From an optimization exercise on the open Yosys and OpenROAD flow, aimed at small area, a short achievable clock period and few clock cycles per item; shortcuts taken in it are not production practice. RTL that was checked went through simulation tests only; none was proved equivalent to the original.

==> inputs of 07-16 <==
Design integer_dct_8x8_2d, start of the top module:
module integer_dct_8x8_2d (
  input  logic                                clk,
  input  logic                                rst_n,
  input  logic                                in_valid,
  output logic                                in_stall,
  input  logic [dct2d_pkg::SAMPLE_W-1:0]      in_sample_0,
  input  logic [dct2d_pkg::SAMPLE_W-1:0]      in_sample_1,
  input  logic [dct2d_pkg::SAMPLE_W-1:0]      in_sample_2,
  input  logic [dct2d_pkg::SAMPLE_W-1:0]      in_sample_3,
  input  logic [dct2d_pkg::SAMPLE_W-1:0]      in_sample_4,
  input  logic [dct2d_pkg::SAMPLE_W-1:0]      in_sample_5,
  input  logic [dct2d_pkg::SAMPLE_W-1:0]      in_sample_6,
  input  logic [dct2d_pkg::SAMPLE_W-1:0]      in_sample_7,
  output logic                                out_valid,
  input  logic                                out_stall,
  output logic signed [dct2d_pkg::COEF_W-1:0] out_coef_0,
  ...
Settings: LEC_CHECK=0, CAP_MARGIN=20, CORE_MARGIN=2, CORE_UTILIZATION=60, SETUP_SLACK_MARGIN=3.8, SLEW_MARGIN=20; clock period 7.5 ns.
run.sh (not shown) runs the stock make flow with config.mk's settings and CLKGATE_MAP_FILE= SYNTH_SCRIPT=/design/flow/synth_recipe.tcl, a recipe that flattens the netlist after the stock synthesis.
==> 09-01: changes against 07-16 <==
Settings changed: SETUP_SLACK_MARGIN 3.8 to 4.2.
==> comparison table <==
Buffering stage count on the worst path with inverters included: 07-16 0; 09-01 2
Sequential portion of the cell area: 07-16 54.29%; 09-01 53.92%
Met2 track demand over resource: 07-16 44.33%; 09-01 44.65%
Fraction of area in multi-input gates: 07-16 32.40%; 09-01 32.46%
Largest net degree at the start of global routing: 07-16 169; 09-01 170
Area occupied by multi-input gates: 07-16 39160 sq um; 09-01 39510 sq um
Cell depth of the worst flop-to-flop path: 07-16 13; 09-01 15
Delay of the slowest cell on the worst path: 07-16 0.45 ns; 09-01 0.43 ns
Final core area utilization: 07-16 67.09%; 09-01 67.56%
Launch point of the worst hold path: 07-16 u_front.g_deskew[0].q[6]; 09-01 u_front.g_skew[6].q[7]
Maximum fanout along the worst path: 07-16 5; 09-01 4
Via count of the first global-routing pass: 07-16 59447; 09-01 59659
Run status: 07-16 timing/DRC/antenna clean; 09-01 timing/DRC/antenna clean
Non-CTS buffers: 07-16 239; 09-01 298
Met3 wire length: 07-16 7.476 mm; 09-01 7.738 mm
Layout filler cell count: 07-16 12877; 09-01 12793
Number of buffers inserted by post-CTS setup repair: 07-16 8; 09-01 31
Metal1 wirelength: 07-16 94.50 mm; 09-01 94.74 mm
Number of cells on the critical path: 07-16 13; 09-01 15
Layout clock area frac: 07-16 6.182%; 09-01 6.139%
Count of nets after finishing: 07-16 9048; 09-01 9107
Final Skew: 07-16 0.05015 ns; 09-01 0.05042 ns
No run of this note included a check of the RTL's function; only the layout flow was run.

========
==> job 2578: inputs <==
Another version of the RTL of integer_dct_8x8_2d (not shown whole).
export LEC_CHECK = 0
export CAP_MARGIN = 20
export CORE_MARGIN = 2
export CORE_UTILIZATION = 50
export SETUP_SLACK_MARGIN = 4.5
export SLEW_MARGIN = 20
create_clock -name core_clock -period 7.5 [get_ports {clk}]
==> job 8810 (differences from job 2578) <==
--- a/flow/design.v
+++ b/flow/design.v
@@ -61,34 +61,32 @@
   input  logic        clk,
   input  logic        adv,
   input  logic [2:0]  ph,
   input  logic [71:0] cr,      
   output logic [95:0] rin      
 );
   logic signed [9:0]  s0, s1, s2, s3;
   logic signed [8:0]  d0, d1, d2, d3;
-  logic signed [9:0]  e0, e1, e2, e3;
+  logic signed [9:0]  e2, e3;
   logic signed [11:0] y0;
   logic signed [10:0] y2, y4, y6;
   logic signed [9:0]  p0, p1, p2, p3;
   assign s0 = $signed({1'b0, cr[0 +: 9]});
   assign s1 = $signed({1'b0, cr[9 +: 9]});
   assign s2 = $signed({1'b0, cr[18 +: 9]});
   assign s3 = $signed({1'b0, cr[27 +: 9]});
   assign d0 = cr[36 +: 9];
   assign d1 = cr[45 +: 9];
   assign d2 = cr[54 +: 9];
   assign d3 = cr[63 +: 9];
-  assign e0 = s0 + s3;
-  assign e1 = s1 + s2;
   assign e2 = s0 - s3;
   assign e3 = s1 - s2;
-  assign y0 = $signed({2'b0, e0}) + $signed({2'b0, e1});
-  assign y4 = $signed({1'b0, e0}) - $signed({1'b0, e1});
+  assign y0 = s0 + s1 + s2 + s3;
+  assign y4 = s0 + s3 - s1 - s2;
   assign p0 = ((d3 >>> 2) + d0) + ((d0 >>> 2) - (d0 >>> 4));
   assign p3 = ((d0 >>> 2) - d3) + ((d3 >>> 4) - (d3 >>> 2));
   assign p1 = (d1 + d2) - ((d2 >>> 2) + (d2 >>> 4));
   assign p2 = (d2 - d1) + ((d1 >>> 2) + (d1 >>> 4));
   logic [10:0]        l0;            
   logic [54:0]        l4;            
   logic [19:0]        er;            
   logic [39:0]        pr;            
@@ -262,18 +260,18 @@
   assign p2 = ep1b[42 +: 14];
   w15_t o0, o1, o2, o3, o4, o5, o6, o7;
   assign o0 = e0 + e1;
   assign o4 = e0 - e1;
   assign o2 = e2 + (e2 >>> 2) + (e3 >>> 1);
   assign o6 = (e2 >>> 1) - e3 - (e3 >>> 2);
   assign o1 = p0 + p1;
   assign o7 = p2 + p3;
-  assign o3 = (p0 - p1) - (p2 - p3);
-  assign o5 = (p0 - p1) + (p2 - p3);
+  assign o3 = p0 + p3 - p1 - p2;
+  assign o5 = p0 + p2 - p1 - p3;
   assign y = {o7[14], o7, o6[14], o6, o5[14], o5, o4[14], o4,
               o3[14], o3, o2[14], o2, o1[14], o1, o0[14], o0};
 endmodule
 `default_nettype wire
 `default_nettype none
 module integer_dct_8x8_2d (
   input  logic                                clk,
   input  logic                                rst_n,
@@ -310,57 +308,83 @@
   logic        s_v;       
   logic        adv;
   logic        pending;
   logic        bub;
   logic        step;
   logic        nstep;
   logic        cv;
   logic [10:0] vl;        
+  logic        in_v_n, bub_on_n, col_on_n, s_v_n, pending_n;
+  logic [2:0]  bub_cnt_n, col_cnt_n;
+  logic [10:0] vl_n;
+  logic        in_take;   
+  logic        fire;      
   assign adv     = ~s_v;
   assign pending = col_on | (|vl);
   assign bub     = bub_on | (~in_v & pending);
   assign step    = adv & (in_v | bub);
   assign nstep   = step & in_v;
   assign cv      = (nstep & (wr == 3'd7)) | (step & col_on);
-  assign in_stall = bub | (in_v & ~adv);
+  assign in_take = ~bub & ~(in_v & ~adv);
+  assign fire    = out_valid & ~out_stall;
+  always_comb begin
+    in_v_n    = (in_valid & in_take) | (in_v & ~nstep);
+    bub_on_n  = bub_on;
+    bub_cnt_n = bub_cnt;
+    if (step && bub) begin
+      bub_cnt_n = bub_cnt + 3'd1;
+      bub_on_n  = (bub_cnt != 3'd7);
+    end
+    col_on_n  = col_on;
+    col_cnt_n = col_cnt;
+    if (nstep && wr == 3'd7) begin
+      col_on_n  = 1'b1;
+      col_cnt_n = 3'd1;
+    end else if (step && col_on) begin
+      col_cnt_n = col_cnt + 3'd1;
+      col_on_n  = (col_cnt != 3'd7);
+    end
+    vl_n = step ? {vl[9:0], cv} : vl;
+    pending_n = col_on_n | (|vl_n);
+    if (s_v) begin
+      s_v_n = ~(~out_valid | fire);
+    end else begin
+      s_v_n = rv & out_valid & ~fire;
+    end
+  end
   always_ff @(posedge clk) begin
     if (!rst_n) begin
-      ph      <= '0;
-      wr      <= '0;
-      in_v    <= 1'b0;
-      bub_on  <= 1'b0;
-      bub_cnt <= '0;
-      col_on  <= 1'b0;
-      col_cnt <= '0;
-      vl      <= '0;
+      ph       <= '0;
+      wr       <= '0;
+      in_v     <= 1'b0;
+      bub_on   <= 1'b0;
+      bub_cnt  <= '0;
+      col_on   <= 1'b0;
+      col_cnt  <= '0;
+      vl       <= '0;
+      in_stall <= 1'b0;
     end else begin
-      in_v <= (in_valid & ~in_stall) | (in_v & ~nstep);
+      in_v    <= in_v_n;
+      bub_on  <= bub_on_n;
+      bub_cnt <= bub_cnt_n;
+      col_on  <= col_on_n;
+      col_cnt <= col_cnt_n;
+      vl      <= vl_n;
+      in_stall <= bub_on_n | (~in_v_n & pending_n) | (in_v_n & s_v_n);
       if (step) begin
         ph <= ph + 3'd1;
-        vl <= {vl[9:0], cv};
       end
       if (nstep) begin
         wr <= wr + 3'd1;
       end
-      if (step && bub) begin
-        bub_cnt <= bub_cnt + 3'd1;
-        bub_on  <= (bub_cnt != 3'd7);
-      end
-      if (nstep && wr == 3'd7) begin
-        col_on  <= 1'b1;
-        col_cnt <= 3'd1;
-      end else if (step && col_on) begin
-        col_cnt <= col_cnt + 3'd1;
-        col_on  <= (col_cnt != 3'd7);
-      end
     end
   end
   always_ff @(posedge clk) begin
-    if (in_valid && !in_stall) begin
+    if (in_take) begin
       in_row_r <= {in_sample_7, in_sample_6, in_sample_5, in_sample_4,
                    in_sample_3, in_sample_2, in_sample_1, in_sample_0};
     end
   end
   logic [63:0] col;
   dct2d_front u_front (
     .clk    (clk),
     .step   (step),
@@ -393,43 +417,49 @@
   dct2d_back u_rp (
     .clk (clk),
     .adv (step),
     .rin (rin),
     .y   (ycoef)
   );
   logic         rv;        
   logic         rlast;
-  logic [128:0] skid;
+  logic [120:0] rrow;      
+  logic [120:0] skid;
+  logic [120:0] oreg;
   logic         take;      
-  logic         fire;
   assign rv    = step & vl[10];
   assign rlast = (ph == 3'd1);
-  assign fire  = out_valid & ~out_stall;
   assign take  = (~out_valid | fire) & (s_v | rv);
+  for (genvar j = 0; j < 8; j++) begin : g_orow
+    assign rrow[15*j +: 15] = ycoef[16*j +: 15];
+  end
+  assign rrow[120] = rlast;
   always_ff @(posedge clk) begin
     if (!rst_n) begin
       out_valid <= 1'b0;
       s_v       <= 1'b0;
     end else begin
       if (~out_valid | fire) begin
         out_valid <= s_v | rv;
       end
-      if (s_v) begin
-        if (~out_valid | fire) begin
-          s_v <= 1'b0;
-        end
-      end else if (rv && out_valid && !fire) begin
-        s_v <= 1'b1;
-      end
+      s_v <= s_v_n;
     end
   end
   always_ff @(posedge clk) begin
     if (take) begin
-      {out_last_row, out_coef_7, out_coef_6, out_coef_5, out_coef_4,
-       out_coef_3, out_coef_2, out_coef_1, out_coef_0} <= s_v ? skid : {rlast, ycoef};
+      oreg <= s_v ? skid : rrow;
     end
-    if (!s_v && rv && out_valid && !fire) begin
-      skid <= {rlast, ycoef};
+    if (!s_v) begin
+      skid <= rrow;
     end
   end
+  assign out_coef_0   = {oreg[14],  oreg[0 +: 15]};
+  assign out_coef_1   = {oreg[29],  oreg[15 +: 15]};
+  assign out_coef_2   = {oreg[44],  oreg[30 +: 15]};
+  assign out_coef_3   = {oreg[59],  oreg[45 +: 15]};
+  assign out_coef_4   = {oreg[74],  oreg[60 +: 15]};
+  assign out_coef_5   = {oreg[89],  oreg[75 +: 15]};
+  assign out_coef_6   = {oreg[104], oreg[90 +: 15]};
+  assign out_coef_7   = {oreg[119], oreg[105 +: 15]};
+  assign out_last_row = oreg[120];
 endmodule
 `default_nettype wire
==> flow/config.mk (replaced) <==
export PLATFORM = sky130hd
export DESIGN_NAME = integer_dct_8x8_2d
export DESIGN_NICKNAME = integer_dct_8x8_2d
export VERILOG_FILES = /design/flow/design.v
export SDC_FILE = /design/flow/constraint.sdc
export NUM_CORES = 4
export LEC_CHECK = 0
export ABC_AREA = 1
export CAP_MARGIN = 20
export CORE_MARGIN = 2
export CORE_UTILIZATION = 60
export CTS_CLUSTER_DIAMETER = 60
export CTS_CLUSTER_SIZE = 25
export SETUP_SLACK_MARGIN = 3.5
export SLEW_MARGIN = 20
==> job 8877 (differences from job 2578) <==
--- a/flow/design.v
+++ b/flow/design.v
@@ -61,34 +61,32 @@
   input  logic        clk,
   input  logic        adv,
   input  logic [2:0]  ph,
   input  logic [71:0] cr,      
   output logic [95:0] rin      
 );
   logic signed [9:0]  s0, s1, s2, s3;
   logic signed [8:0]  d0, d1, d2, d3;
-  logic signed [9:0]  e0, e1, e2, e3;
+  logic signed [9:0]  e2, e3;
   logic signed [11:0] y0;
   logic signed [10:0] y2, y4, y6;
   logic signed [9:0]  p0, p1, p2, p3;
   assign s0 = $signed({1'b0, cr[0 +: 9]});
   assign s1 = $signed({1'b0, cr[9 +: 9]});
   assign s2 = $signed({1'b0, cr[18 +: 9]});
   assign s3 = $signed({1'b0, cr[27 +: 9]});
   assign d0 = cr[36 +: 9];
   assign d1 = cr[45 +: 9];
   assign d2 = cr[54 +: 9];
   assign d3 = cr[63 +: 9];
-  assign e0 = s0 + s3;
-  assign e1 = s1 + s2;
   assign e2 = s0 - s3;
   assign e3 = s1 - s2;
-  assign y0 = $signed({2'b0, e0}) + $signed({2'b0, e1});
-  assign y4 = $signed({1'b0, e0}) - $signed({1'b0, e1});
+  assign y0 = s0 + s1 + s2 + s3;
+  assign y4 = s0 + s3 - s1 - s2;
   assign p0 = ((d3 >>> 2) + d0) + ((d0 >>> 2) - (d0 >>> 4));
   assign p3 = ((d0 >>> 2) - d3) + ((d3 >>> 4) - (d3 >>> 2));
   assign p1 = (d1 + d2) - ((d2 >>> 2) + (d2 >>> 4));
   assign p2 = (d2 - d1) + ((d1 >>> 2) + (d1 >>> 4));
   logic [10:0]        l0;            
   logic [54:0]        l4;            
   logic [19:0]        er;            
   logic [39:0]        pr;            
@@ -262,18 +260,18 @@
   assign p2 = ep1b[42 +: 14];
   w15_t o0, o1, o2, o3, o4, o5, o6, o7;
   assign o0 = e0 + e1;
   assign o4 = e0 - e1;
   assign o2 = e2 + (e2 >>> 2) + (e3 >>> 1);
   assign o6 = (e2 >>> 1) - e3 - (e3 >>> 2);
   assign o1 = p0 + p1;
   assign o7 = p2 + p3;
-  assign o3 = (p0 - p1) - (p2 - p3);
-  assign o5 = (p0 - p1) + (p2 - p3);
+  assign o3 = p0 + p3 - p1 - p2;
+  assign o5 = p0 + p2 - p1 - p3;
   assign y = {o7[14], o7, o6[14], o6, o5[14], o5, o4[14], o4,
               o3[14], o3, o2[14], o2, o1[14], o1, o0[14], o0};
 endmodule
 `default_nettype wire
 `default_nettype none
 module integer_dct_8x8_2d (
   input  logic                                clk,
   input  logic                                rst_n,
@@ -310,57 +308,83 @@
   logic        s_v;       
   logic        adv;
   logic        pending;
   logic        bub;
   logic        step;
   logic        nstep;
   logic        cv;
   logic [10:0] vl;        
+  logic        in_v_n, bub_on_n, col_on_n, s_v_n, pending_n;
+  logic [2:0]  bub_cnt_n, col_cnt_n;
+  logic [10:0] vl_n;
+  logic        in_take;   
+  logic        fire;      
   assign adv     = ~s_v;
   assign pending = col_on | (|vl);
   assign bub     = bub_on | (~in_v & pending);
   assign step    = adv & (in_v | bub);
   assign nstep   = step & in_v;
   assign cv      = (nstep & (wr == 3'd7)) | (step & col_on);
-  assign in_stall = bub | (in_v & ~adv);
+  assign in_take = ~bub & ~(in_v & ~adv);
+  assign fire    = out_valid & ~out_stall;
+  always_comb begin
+    in_v_n    = (in_valid & in_take) | (in_v & ~nstep);
+    bub_on_n  = bub_on;
+    bub_cnt_n = bub_cnt;
+    if (step && bub) begin
+      bub_cnt_n = bub_cnt + 3'd1;
+      bub_on_n  = (bub_cnt != 3'd7);
+    end
+    col_on_n  = col_on;
+    col_cnt_n = col_cnt;
+    if (nstep && wr == 3'd7) begin
+      col_on_n  = 1'b1;
+      col_cnt_n = 3'd1;
+    end else if (step && col_on) begin
+      col_cnt_n = col_cnt + 3'd1;
+      col_on_n  = (col_cnt != 3'd7);
+    end
+    vl_n = step ? {vl[9:0], cv} : vl;
+    pending_n = col_on_n | (|vl_n);
+    if (s_v) begin
+      s_v_n = ~(~out_valid | fire);
+    end else begin
+      s_v_n = rv & out_valid & ~fire;
+    end
+  end
   always_ff @(posedge clk) begin
     if (!rst_n) begin
-      ph      <= '0;
-      wr      <= '0;
-      in_v    <= 1'b0;
-      bub_on  <= 1'b0;
-      bub_cnt <= '0;
-      col_on  <= 1'b0;
-      col_cnt <= '0;
-      vl      <= '0;
+      ph       <= '0;
+      wr       <= '0;
+      in_v     <= 1'b0;
+      bub_on   <= 1'b0;
+      bub_cnt  <= '0;
+      col_on   <= 1'b0;
+      col_cnt  <= '0;
+      vl       <= '0;
+      in_stall <= 1'b0;
     end else begin
-      in_v <= (in_valid & ~in_stall) | (in_v & ~nstep);
+      in_v    <= in_v_n;
+      bub_on  <= bub_on_n;
+      bub_cnt <= bub_cnt_n;
+      col_on  <= col_on_n;
+      col_cnt <= col_cnt_n;
+      vl      <= vl_n;
+      in_stall <= bub_on_n | (~in_v_n & pending_n) | (in_v_n & s_v_n);
       if (step) begin
         ph <= ph + 3'd1;
-        vl <= {vl[9:0], cv};
       end
       if (nstep) begin
         wr <= wr + 3'd1;
       end
-      if (step && bub) begin
-        bub_cnt <= bub_cnt + 3'd1;
-        bub_on  <= (bub_cnt != 3'd7);
-      end
-      if (nstep && wr == 3'd7) begin
-        col_on  <= 1'b1;
-        col_cnt <= 3'd1;
-      end else if (step && col_on) begin
-        col_cnt <= col_cnt + 3'd1;
-        col_on  <= (col_cnt != 3'd7);
-      end
     end
   end
   always_ff @(posedge clk) begin
-    if (in_valid && !in_stall) begin
+    if (in_take) begin
       in_row_r <= {in_sample_7, in_sample_6, in_sample_5, in_sample_4,
                    in_sample_3, in_sample_2, in_sample_1, in_sample_0};
     end
   end
   logic [63:0] col;
   dct2d_front u_front (
     .clk    (clk),
     .step   (step),
@@ -393,43 +417,49 @@
   dct2d_back u_rp (
     .clk (clk),
     .adv (step),
     .rin (rin),
     .y   (ycoef)
   );
   logic         rv;        
   logic         rlast;
-  logic [128:0] skid;
+  logic [120:0] rrow;      
+  logic [120:0] skid;
+  logic [120:0] oreg;
   logic         take;      
-  logic         fire;
   assign rv    = step & vl[10];
   assign rlast = (ph == 3'd1);
-  assign fire  = out_valid & ~out_stall;
   assign take  = (~out_valid | fire) & (s_v | rv);
+  for (genvar j = 0; j < 8; j++) begin : g_orow
+    assign rrow[15*j +: 15] = ycoef[16*j +: 15];
+  end
+  assign rrow[120] = rlast;
   always_ff @(posedge clk) begin
     if (!rst_n) begin
       out_valid <= 1'b0;
       s_v       <= 1'b0;
     end else begin
       if (~out_valid | fire) begin
         out_valid <= s_v | rv;
       end
-      if (s_v) begin
-        if (~out_valid | fire) begin
-          s_v <= 1'b0;
-        end
-      end else if (rv && out_valid && !fire) begin
-        s_v <= 1'b1;
-      end
+      s_v <= s_v_n;
     end
   end
   always_ff @(posedge clk) begin
     if (take) begin
-      {out_last_row, out_coef_7, out_coef_6, out_coef_5, out_coef_4,
-       out_coef_3, out_coef_2, out_coef_1, out_coef_0} <= s_v ? skid : {rlast, ycoef};
+      oreg <= s_v ? skid : rrow;
     end
-    if (!s_v && rv && out_valid && !fire) begin
-      skid <= {rlast, ycoef};
+    if (!s_v) begin
+      skid <= rrow;
     end
   end
+  assign out_coef_0   = {oreg[14],  oreg[0 +: 15]};
+  assign out_coef_1   = {oreg[29],  oreg[15 +: 15]};
+  assign out_coef_2   = {oreg[44],  oreg[30 +: 15]};
+  assign out_coef_3   = {oreg[59],  oreg[45 +: 15]};
+  assign out_coef_4   = {oreg[74],  oreg[60 +: 15]};
+  assign out_coef_5   = {oreg[89],  oreg[75 +: 15]};
+  assign out_coef_6   = {oreg[104], oreg[90 +: 15]};
+  assign out_coef_7   = {oreg[119], oreg[105 +: 15]};
+  assign out_last_row = oreg[120];
 endmodule
 `default_nettype wire
==> flow/config.mk (replaced) <==
export PLATFORM = sky130hd
export DESIGN_NAME = integer_dct_8x8_2d
export DESIGN_NICKNAME = integer_dct_8x8_2d
export VERILOG_FILES = /design/flow/design.v
export SDC_FILE = /design/flow/constraint.sdc
export NUM_CORES = 4
export LEC_CHECK = 0
export CAP_MARGIN = 20
export CORE_MARGIN = 2
export CORE_UTILIZATION = 60
export CTS_CLUSTER_DIAMETER = 60
export CTS_CLUSTER_SIZE = 25
export SETUP_SLACK_MARGIN = 3.9
export SLEW_MARGIN = 20
==> job 4350 (differences from job 2578) <==
==> flow/config.mk (replaced) <==
export PLATFORM = sky130hd
export DESIGN_NAME = integer_dct_8x8_2d
export DESIGN_NICKNAME = integer_dct_8x8_2d
export VERILOG_FILES = /design/flow/design.v
export SDC_FILE = /design/flow/constraint.sdc
export NUM_CORES = 4
export LEC_CHECK = 0
export CAP_MARGIN = 20
export CORE_MARGIN = 2
export CORE_UTILIZATION = 55
export SETUP_SLACK_MARGIN = 3.4
export SLEW_MARGIN = 20
==> summary of the runs <==
Die area, highest first: job 2578, job 4350, job 8810, job 8877. Sequential cell count: job 4350 is lower than job 8810 (6). The highest global-route usage belongs to job 8810, the lowest to job 2578. Final cell count, lowest first: job 8877, job 4350, job 2578, job 8810. In synthesized cell count, job 2578 and job 4350 do not differ. Critical path depth is the same in job 8877 and job 4350. Against job 2578, the core utilization of job 8877 is higher by 7.2 points. Design area: job 8810 < job 4350 < job 8877 < job 2578.
==> figures <==
| metric | job 8810 | job 8877 | job 4350 | job 2578 |
|---|---|---|---|---|
| Run status | timing/DRC/antenna clean | timing/DRC/antenna clean | timing/DRC/antenna clean | timing/DRC/antenna clean |
| Hold path start | u_cq.l5[7] | u_cq.l4[2] | u_cq.l7[55] | u_rp.sd3b[15] |
| Critical path data required time | 8030 ps | 8130 ps | 8170 ps | 8090 ps |
| DR vias/cell | 5.38 | 5.65 | 5.42 | 5.34 |
| End of the worst register-to-register path | u_rp.sd0[21] | u_rp.ep1[54] | u_rp.sd1[12] | u_rp.ep0[55] |
| Synthesized instance count | 7,721 | 6,466 | 6,411 | 6,411 |
| Post-detail-place hpwl | 146,000 um | 138,000 um | 137,000 um | 139,000 um |
| Critical path buffers and inverters | 4 | 1 | 1 | 2 |
| Non-clk buf share | 2.64% | 4.30% | 2.86% | 6.35% |
| Layout overhead on the synthesized area | 10.3% | 15.4% | 13.5% | 23.5% |
| Critical Path Source | ph[0] | u_rp.sd1[17] | ph[0] | u_rp.sd3d[17] |
| Initial Util | 60.2% | 60.2% | 55.4% | 50.4% |
| Routing usage on met3 | 2.98% | 2.73% | 3.09% | 2.95% |
| Number of nets in the layout | 8,895 | 7,876 | 7,646 | 8,115 |
| Origin of the critical flop-to-flop path | ph[0] | u_rp.sd1[17] | ph[0] | u_rp.sd3d[17] |
| Least-Margin Pin Slew | 995 ps | 1010 ps | 1140 ps | 917 ps |
Testbench counts of job 2578, summed over its fixed seeds: cycles 2,208, blocks 256.
Testbench counts of job 8810, summed over its fixed seeds: cycles 2,208, blocks 256.
Testbench counts of job 8877, summed over its fixed seeds: cycles 2,208, blocks 256.
Testbench counts of job 4350, summed over its fixed seeds: cycles 2,208, blocks 256.

afterwards: timing with drivers on the ports:
The results above use ideal ports. As a check the final layouts listed here were re-extracted and re-timed, cells and wires unchanged. Step 1: set_driving_cell puts a clkbuf_16 on clk and a buf_2 on each other input, an assumption about the parent block. Step 2 moves the port delays by t, midway between the first and last clock arrival at a register: inputs arrive t later, outputs are due t later. That takes back most of the time a late clock gives input paths. Three values: ideal, step 1, step 2; two values: the first two.
| run | t, ns | setup WS [ns] | worst data-port slew with drivers (ns) | cell pins on the clock port's net |
|---|---|---|---|---|
| 07-16 | 0.932 | 3.900 / 3.900 / 3.900 | 0.08 | 1 |
| 09-01 | 0.936 | 4.006 / 4.006 / 4.006 | 0.08 | 1 |
| job 2578 | 0.919 | 3.538 / 3.538 / 3.538 | 0.07 | 1 |
| job 8810 | 0.873 | 3.630 / 3.630 / 3.630 | 0.09 | 1 |
| job 8877 | 0.881 | 3.387 / 3.387 / 3.387 | 0.08 | 1 |
| job 4350 | 0.903 | 3.528 / 3.461 / 3.528 | 0.06 | 1 |
After both steps setup and hold are still met in every run listed.
